Background: an optimization exercise with open tools, aiming at small area, a short achievable clock period and few clock cycles per item. Do not read the settings as production practice.
The RTL was checked by simulation tests, not by an equivalence proof against the original design.
No driver is modelled on the clock port, so clock power and skew are understated where the tree is cut down; a real chip needs a root buffer or a tree.
Power figures rest on the tool's default switching activity, not on a simulated workload.

## tundra
Design page_slot_directory_top, start of the top module:
module page_slot_directory_top #(
	parameter int SLOT_COUNT = psd_pkg::SLOT_COUNT_DEF
) (
	input  wire logic                          clk,
	input  wire logic                          arst_n,
	input  wire logic                          start,
	output logic                               busy,
	input  wire logic                          operation,
	input  wire logic [psd_pkg::PAGE_W-1:0]    page_id,
	output logic                               done,
	output logic [psd_pkg::STATUS_W-1:0]       status,
	output logic [psd_pkg::SLOT_W-1:0]         slot
);
Size: roughly 1600 cells after synthesis, about 590 flip-flops, roughly 45 I/O pins, about 24000 um2 of cells after synthesis.
Settings: LEC_CHECK=0, CAP_MARGIN=20, CORE_MARGIN=2, CORE_UTILIZATION=55, CTS_CLUSTER_DIAMETER=60, CTS_CLUSTER_SIZE=24, PLACE_DENSITY=0.7, SETUP_SLACK_MARGIN=3.2, SLEW_MARGIN=20; clock period 5.0 ns.
standard.sh (not shown) runs the stock make flow with config.mk's settings and CLKGATE_MAP_FILE= SYNTH_SCRIPT=/design/flow/synth_recipe.tcl, a recipe that flattens the netlist after the stock synthesis.
==> flow/flow/run.sh <==
#!/bin/bash
set -euo pipefail
export BUFFER_PORTS_ARGS="-buffer_cell sky130_fd_sc_hd__buf_4"
export MATCH_CELL_FOOTPRINT=0
bash standard.sh "BUFFER_PORTS_ARGS=-buffer_cell sky130_fd_sc_hd__buf_4" "MATCH_CELL_FOOTPRINT=0" finish > flow_make.log 2>&1
Testbench counts of tundra, summed over its fixed seeds: cycles 16,016, items 16,000.
What amber does differently from tundra at the input level:
- a change of SETUP_SLACK_MARGIN from 3.2 to 3.1
- a change of CTS_CLUSTER_SIZE from 24 to 20
- a change of CORE_UTILIZATION from 55 to 40
- a deleted PLACE_DENSITY that had been 0.7
==> flow/run.sh (new file) <==
#!/bin/bash
# synth_recipe.tcl (not shown) runs the flow's synth.tcl, then flattens the netlist and writes it again
# the make line also repeats each setting of config.mk as NAME=value (left out here)
make -C /OpenROAD-flow-scripts/flow DESIGN_CONFIG=/design/flow/config.mk WORK_HOME=/design/flow/orfs CLKGATE_MAP_FILE= SYNTH_SCRIPT=/design/flow/synth_recipe.tcl finish
removed: flow/flow/run.sh
removed: flow/standard.sh
--- outcome ---
Compared with tundra, amber shows wire length of the first global-routing pass that has gone up by a little under 10%.
Of amber and tundra, the run reporting the lower total detailed-routing wirelength was tundra.
Summary of amber over tundra: number of buffers created by CTS picked up an extra 7, clock share of power rose 2.4 points, vias after detailed routing has decreased, total half-perimeter wirelength after legalization and detailed placement increased 4700 um.
Taking tundra as the reference, in amber hold slack climbed 0.26 ns, share of total power consumed by net switching climbed 0.36 points.
amber vs tundra, global-route usage went down by 6.8 points.

========
## v38
The RTL this note starts from:
==> flow/design.v <==
`default_nettype none
package psd_pkg;
	localparam int SLOT_COUNT_DEF = 16;
	localparam int PAGE_W   = 32;
	localparam int STATUS_W = 3;
	localparam int SLOT_W   = 4;
	typedef enum logic {
		OP_GET    = 1'b0,
		OP_REMOVE = 1'b1
	} op_t;
	typedef enum logic [STATUS_W-1:0] {
		ST_HIT     = 3'd0,
		ST_LOAD    = 3'd1,
		ST_FULL    = 3'd2,
		ST_REMOVED = 3'd3,
		ST_ABSENT  = 3'd4
	} status_t;
	typedef enum logic {
		S_IDLE    = 1'b0,
		S_RESOLVE = 1'b1
	} state_t;
	typedef struct packed {
		logic capture;
		logic resolve;
	} psd_cmd_t;
endpackage
`default_nettype wire
`default_nettype none
module psd_ctrl (
	input  wire logic              clk,
	input  wire logic              arst_n,
	input  wire logic              start,
	output logic                   busy,
	output psd_pkg::psd_cmd_t      cmd
);
	logic res_q;
	always_ff @(posedge clk or negedge arst_n) begin
		if (!arst_n) begin
			res_q <= 1'b0;
		end else begin
			res_q <= start;
		end
	end
	assign busy        = 1'b0;
	assign cmd.capture = start;
	assign cmd.resolve = res_q;
endmodule
`default_nettype wire
`default_nettype none
module psd_datapath #(
	parameter int SLOT_COUNT = psd_pkg::SLOT_COUNT_DEF
) (
	input  wire logic                          clk,
	input  wire logic                          arst_n,
	input  wire psd_pkg::psd_cmd_t             cmd,
	input  wire logic                          operation,
	input  wire logic [psd_pkg::PAGE_W-1:0]    page_id,
	output logic                               done,
	output logic [psd_pkg::STATUS_W-1:0]       status,
	output logic [psd_pkg::SLOT_W-1:0]         slot
);
	localparam int IDX_W = (SLOT_COUNT > 1) ? $clog2(SLOT_COUNT) : 1;
	logic [SLOT_COUNT-1:0]           valid_q;
	logic [psd_pkg::PAGE_W-1:0]      page_q [SLOT_COUNT];
	logic                            op_r;
	logic [psd_pkg::PAGE_W-1:0]      page_r;
	logic [SLOT_COUNT-1:0]           match_r;   
	logic                            same_r;    
	logic                            prev_present;
	logic [SLOT_COUNT-1:0]           prev_onehot;
	logic [SLOT_COUNT-1:0]           match;
	logic [SLOT_COUNT-1:0]           first_free;
	logic [SLOT_COUNT-1:0]           valid_hit;
	logic [SLOT_COUNT-1:0]           valid_miss;
	logic                            below_full;
	logic                            hit_any;
	logic                            free_any;
	logic [IDX_W-1:0]                cmp_idx;
	logic [IDX_W-1:0]                hit_idx;
	logic [IDX_W-1:0]                free_idx;
	logic [psd_pkg::STATUS_W-1:0]    status_d;
	logic [psd_pkg::SLOT_W-1:0]      slot_d;
	logic                            done_q;
	logic [psd_pkg::STATUS_W-1:0]    status_q;
	logic [psd_pkg::SLOT_W-1:0]      slot_q;
	always_ff @(posedge clk) begin
		op_r   <= operation;
		page_r <= page_id;
		same_r <= cmd.resolve && (page_id == page_r);
		for (int k = 0; k < SLOT_COUNT; k++) begin
			match_r[k] <= valid_q[k] && (page_q[k] == page_id);
		end
	end
	always_comb begin
		prev_present = (status_q == psd_pkg::ST_HIT) || (status_q == psd_pkg::ST_LOAD);
		for (int k = 0; k < SLOT_COUNT; k++) begin
			prev_onehot[k] = prev_present && (slot_q == psd_pkg::SLOT_W'(k));
		end
	end
	always_comb begin
		match   = same_r ? prev_onehot : match_r;
		hit_any = same_r ? prev_present : |match_r;
		cmp_idx = '0;
		for (int k = 0; k < SLOT_COUNT; k++) begin
			if (match_r[k]) begin
				cmp_idx = cmp_idx | IDX_W'(k);
			end
		end
		hit_idx  = same_r ? IDX_W'(slot_q) : cmp_idx;
		free_idx = '0;
		for (int k = SLOT_COUNT - 1; k >= 0; k--) begin
			if (!valid_q[k]) begin
				free_idx = IDX_W'(k);
			end
		end
		below_full = 1'b1;
		for (int k = 0; k < SLOT_COUNT; k++) begin
			first_free[k] = !valid_q[k] && below_full;
			below_full    = below_full && valid_q[k];
		end
		free_any = !(&valid_q);
	end
	always_comb begin
		status_d = psd_pkg::ST_ABSENT;
		slot_d   = '0;
		if (op_r == psd_pkg::OP_GET) begin
			if (hit_any) begin
				status_d = psd_pkg::ST_HIT;
				slot_d   = psd_pkg::SLOT_W'(hit_idx);
			end else if (free_any) begin
				status_d = psd_pkg::ST_LOAD;
				slot_d   = psd_pkg::SLOT_W'(free_idx);
			end else begin
				status_d = psd_pkg::ST_FULL;
			end
		end else begin
			if (hit_any) begin
				status_d = psd_pkg::ST_REMOVED;
				slot_d   = psd_pkg::SLOT_W'(hit_idx);
			end
		end
	end
	always_comb begin
		for (int k = 0; k < SLOT_COUNT; k++) begin
			valid_hit[k]  = valid_q[k] && !(cmd.resolve && (op_r == psd_pkg::OP_REMOVE) && match[k]);
			valid_miss[k] = valid_q[k] || (cmd.resolve && (op_r == psd_pkg::OP_GET) && first_free[k]);
		end
	end
	always_ff @(posedge clk or negedge arst_n) begin
		if (!arst_n) begin
			valid_q <= '0;
		end else begin
			valid_q <= hit_any ? valid_hit : valid_miss;
		end
	end
	always_ff @(posedge clk) begin
		for (int k = 0; k < SLOT_COUNT; k++) begin
			if (!valid_q[k]) begin
				page_q[k] <= page_r;
			end
		end
	end
	always_ff @(posedge clk or negedge arst_n) begin
		if (!arst_n) begin
			done_q <= 1'b0;
		end else begin
			done_q <= cmd.resolve;
		end
	end
	always_ff @(posedge clk) begin
		status_q <= status_d;
		slot_q   <= slot_d;
	end
	assign done   = done_q;
	assign status = status_q;
	assign slot   = slot_q;
endmodule
`default_nettype wire
`default_nettype none
module page_slot_directory_top #(
	parameter int SLOT_COUNT = psd_pkg::SLOT_COUNT_DEF
) (
	input  wire logic                          clk,
	input  wire logic                          arst_n,
	input  wire logic                          start,
	output logic                               busy,
	input  wire logic                          operation,
	input  wire logic [psd_pkg::PAGE_W-1:0]    page_id,
	output logic                               done,
	output logic [psd_pkg::STATUS_W-1:0]       status,
	output logic [psd_pkg::SLOT_W-1:0]         slot
);
	psd_pkg::psd_cmd_t cmd;
	psd_ctrl u_ctrl (
		.clk    (clk),
		.arst_n (arst_n),
		.start  (start),
		.busy   (busy),
		.cmd    (cmd)
	);
	psd_datapath #(
		.SLOT_COUNT (SLOT_COUNT)
	) u_datapath (
		.clk       (clk),
		.arst_n    (arst_n),
		.cmd       (cmd),
		.operation (operation),
		.page_id   (page_id),
		.done      (done),
		.status    (status),
		.slot      (slot)
	);
endmodule
`default_nettype wire
Settings: LEC_CHECK=0, CAP_MARGIN=20, CORE_MARGIN=2, CORE_UTILIZATION=60, PLACE_DENSITY=0.72, SETUP_SLACK_MARGIN=3.1, SLEW_MARGIN=20; clock period 5.0 ns.
==> flow/flow/run.sh <==
#!/bin/bash
set -euo pipefail
here=$(cd "$(dirname "$0")" && pwd)
args=("BUFFER_PORTS_ARGS=-buffer_cell sky130_fd_sc_hd__buf_4" "MATCH_CELL_FOOTPRINT=0")
export BUFFER_PORTS_ARGS="-buffer_cell sky130_fd_sc_hd__buf_4"
export MATCH_CELL_FOOTPRINT=0
if [[ -f "$here/cts_args" ]]; then
  export CTS_ARGS="$(tr '\n' ' ' < "$here/cts_args")"
  args+=("CTS_ARGS=$CTS_ARGS")
fi
bash standard.sh "${args[@]}" finish > flow_make.log 2>&1
==> flow/flow/cts_args <==
-sink_clustering_enable -repair_clock_nets -sink_clustering_size 44 -sink_clustering_max_diameter 60 -dont_use_dummy_load
v38 | status: complete | timing, DRC, antenna: pass
Testbench counts of v38, summed over its fixed seeds: cycles 16,016, items 16,000.
[inputs] v17 vs v38
diff --git a/flow/config.mk b/flow/config.mk
--- a/flow/config.mk
+++ b/flow/config.mk
@@ -10,3 +10,3 @@
-export CORE_UTILIZATION = 60
-export PLACE_DENSITY = 0.72
-export SETUP_SLACK_MARGIN = 3.1
+export CORE_UTILIZATION = 65
+export PLACE_DENSITY = 0.75
+export SETUP_SLACK_MARGIN = 3.2
Results
Delta (v17 minus v38): actual transition at the worst max-transition pin fell by 0.11 ns; leakage power figure fell by 0.00032 uW.
[v17 vs v38] number of cells on the worst reg-to-reg path: higher in v17
### v17 -> v42
diff --git a/flow/flow/run.sh b/flow/flow/run.sh
--- a/flow/flow/run.sh
+++ b/flow/flow/run.sh
@@ -4 +3,0 @@
-args=("BUFFER_PORTS_ARGS=-buffer_cell sky130_fd_sc_hd__buf_4" "MATCH_CELL_FOOTPRINT=0")
@@ -6,0 +6,2 @@
+export POST_CTS_TCL="$here/collapse_cts.tcl"
+args=("BUFFER_PORTS_ARGS=$BUFFER_PORTS_ARGS" "MATCH_CELL_FOOTPRINT=0" "POST_CTS_TCL=$POST_CTS_TCL")
==> flow/flow/collapse_cts.tcl (new file) <==
# POST_CTS hook: take out the clock tree's middle level. Every buffer the
# H-tree put between the root buffer and the leaf buffers is removed and its
# loads (leaf buffers) are moved onto the root buffer's net, so each register
# is two clock buffers from the clock port instead of three. All registers
# keep the same number of buffers on their clock path.
set block [ord::get_db_block]
set root [$block findInst clkbuf_0_clk]
if {$root eq "NULL"} { puts "collapse_cts: no root buffer, nothing done"; return }
set root_net ""
foreach it [$root getITerms] {
  if {[$it isOutputSignal]} { set root_net [[$it getNet] getName] }
}
set changed 1
while {$changed} {
  set changed 0
  foreach inst [$block getInsts] {
    set name [$inst getName]
    if {![string match "clkbuf_*__f_clk" $name]} continue
    set in_net ""; set out_net ""
    foreach it [$inst getITerms] {
      set n [$it getNet]
      if {$n eq "NULL"} continue
      if {[$it isOutputSignal]} { set out_net [$n getName] } elseif {[$it isInputSignal]} { set in_net [$n getName] }
    }
    if {$in_net ne $root_net} continue
    set loads {}
    foreach it [[$block findNet $out_net] getITerms] {
      if {[$it getInst] eq $inst} continue
      lappend loads "[[$it getInst] getName]/[[$it getMTerm] getName]"
    }
    foreach p $loads {
      disconnect_pin $out_net $p
      connect_pin $root_net $p
    }
    puts "collapse_cts: removed $name, moved [llength $loads] loads to $root_net"
    delete_instance $name
    delete_net $out_net
    set changed 1
    break
  }
}
estimate_parasitics -placement
report_clock_min_period
## What came out
- Between v42 and v17, first-pass iteration count of the detailed router is lower for v17, v42 comes in above that.
- v42 vs. v17: final clock skew +0.017 ns; cell area power density fell about 1.2%.
- Diff v17 -> v42 | total power | down by a few percent
- Post-route clock period utilization: v42 vs v17 up 2.6 points
The following lists how v28 was set up differently from v42:
diff --git a/flow/flow/run.sh b/flow/flow/run.sh
--- a/flow/flow/run.sh
+++ b/flow/flow/run.sh
@@ -3,0 +4 @@
+args=("BUFFER_PORTS_ARGS=-buffer_cell sky130_fd_sc_hd__buf_4" "MATCH_CELL_FOOTPRINT=0")
@@ -6,2 +6,0 @@
-export POST_CTS_TCL="$here/collapse_cts.tcl"
-args=("BUFFER_PORTS_ARGS=$BUFFER_PORTS_ARGS" "MATCH_CELL_FOOTPRINT=0" "POST_CTS_TCL=$POST_CTS_TCL")
diff --git a/flow/config.mk b/flow/config.mk
--- a/flow/config.mk
+++ b/flow/config.mk
@@ -10,0 +11 @@
+export GPL_TIMING_DRIVEN = 0
@@ -12 +13 @@
-export SETUP_SLACK_MARGIN = 3.2
+export SETUP_SLACK_MARGIN = 3.1
removed: flow/flow/collapse_cts.tcl
==> comparison <==
- Changes observed in v28 relative to v42: worst setup slack rose by 0.052 ns, portion of total power attributed to combinational logic rose by 1.2 points.
- Relative to v42, layout-stage area growth over the synthesis result has gone up in v28.
- Summary — sequential portion of the cell area, v28 relative to v42: lower, by 6.0 points.
- Comparing v28 and v42, the lower share of cells above drive strength 1 is on v42.
- On worst-case hold slack: between v28 and v42, it ends up higher for v28.
- Looking at the reports, v28 completed the entire flow and the layout it produced met the timing, design-rule and antenna checks.
- v28 does worse than v42 on total power after layout.
The inputs of v15 differ from those of v28 as listed below.
==> flow/flow/cts_args <==
-sink_clustering_enable -repair_clock_nets -sink_clustering_size 24 -sink_clustering_max_diameter 80 -dont_use_dummy_load
diff --git a/flow/config.mk b/flow/config.mk
--- a/flow/config.mk
+++ b/flow/config.mk
@@ -11 +10,0 @@
-export GPL_TIMING_DRIVEN = 0
@@ -13 +12 @@
-export SETUP_SLACK_MARGIN = 3.1
+export SETUP_SLACK_MARGIN = 3.2
Findings:
From v28 to v15 the numbers moved as follows: final worst setup slack moved up, clock input transition at the sequential cells of the worst setup and hold paths moved up, combinational group share of total power moved down, number of clock buffers inserted by TritonCTS moved down, total power per unit cell area moved up.
Between v28 and v15, the overall fraction of global-route tracks in use is higher for v28.
v28 vs v15, endpoint of the most critical setup path: u_datapath.match_r[5] vs done
Input-level comparison between v4 and v15:
==> flow/flow/run.sh <==
#!/bin/bash
set -euo pipefail
export BUFFER_PORTS_ARGS="-buffer_cell sky130_fd_sc_hd__buf_4"
export MATCH_CELL_FOOTPRINT=0
bash standard.sh "BUFFER_PORTS_ARGS=-buffer_cell sky130_fd_sc_hd__buf_4" "MATCH_CELL_FOOTPRINT=0" finish > flow_make.log 2>&1
diff --git a/flow/config.mk b/flow/config.mk
--- a/flow/config.mk
+++ b/flow/config.mk
@@ -10 +10,3 @@
-export CORE_UTILIZATION = 65
+export CORE_UTILIZATION = 40
+export CTS_CLUSTER_DIAMETER = 80
+export CTS_CLUSTER_SIZE = 24
removed: flow/flow/cts_args
==> notes.md <==
Taking v15 as the reference point, the arrival time of data at the critical path endpoint of v4 rises by 0.03 ns. Delta (v4 minus v15): area of the die moved up, overall power after layout moved up, share of final-layout standard cells stronger than drive strength 1 moved up, worst slack at placement moved down.

what the ideal ports hide:
The flow's constraints put no driver on any port. The routed layouts listed below were extracted and timed again, unchanged, in two steps. Step 1, drivers: a clkbuf_16 drives clk and a buf_2 each remaining input, both assumed. Step 2 adds t to the input delays and takes it off the output delays; t is the mean of the earliest and latest rising clock arrival at the registers after step 1. Input paths then give back, and output paths get back, about the clock's delay inside the block. Slacks: ideal ports / drivers / drivers and shift; pairs: ideal ports / drivers.
run | shift t [ns] | setup slack, ns | clock arrival spread, ns | pins driven straight from the clock port
tundra | 0.646 | 2.930 / 2.871 / 2.459 | 0.025 / 0.026 | 1
amber | 0.661 | 2.906 / 2.847 / 2.454 | 0.041 / 0.041 | 1
v38 | 0.624 | 2.987 / 2.927 / 2.419 | 0.073 / 0.072 | 1
v17 | 0.589 | 2.967 / 2.910 / 2.555 | 0.047 / 0.047 | 1
v42 | 0.708 | 2.836 / 2.779 / 2.540 | 0.064 / 0.065 | 1
v28 | 0.619 | 2.888 / 2.902 / 2.294 | 0.068 / 0.068 | 1
v15 | 0.631 | 2.919 / 2.864 / 2.523 | 0.051 / 0.051 | 1
v4 | 0.661 | 2.889 / 2.830 / 2.463 | 0.039 / 0.039 | 1
After both steps setup and hold are still met in every run listed. The setup slack of v28, which loses most, moves by +0.014 ns with the drivers and by -0.594 ns with both steps.
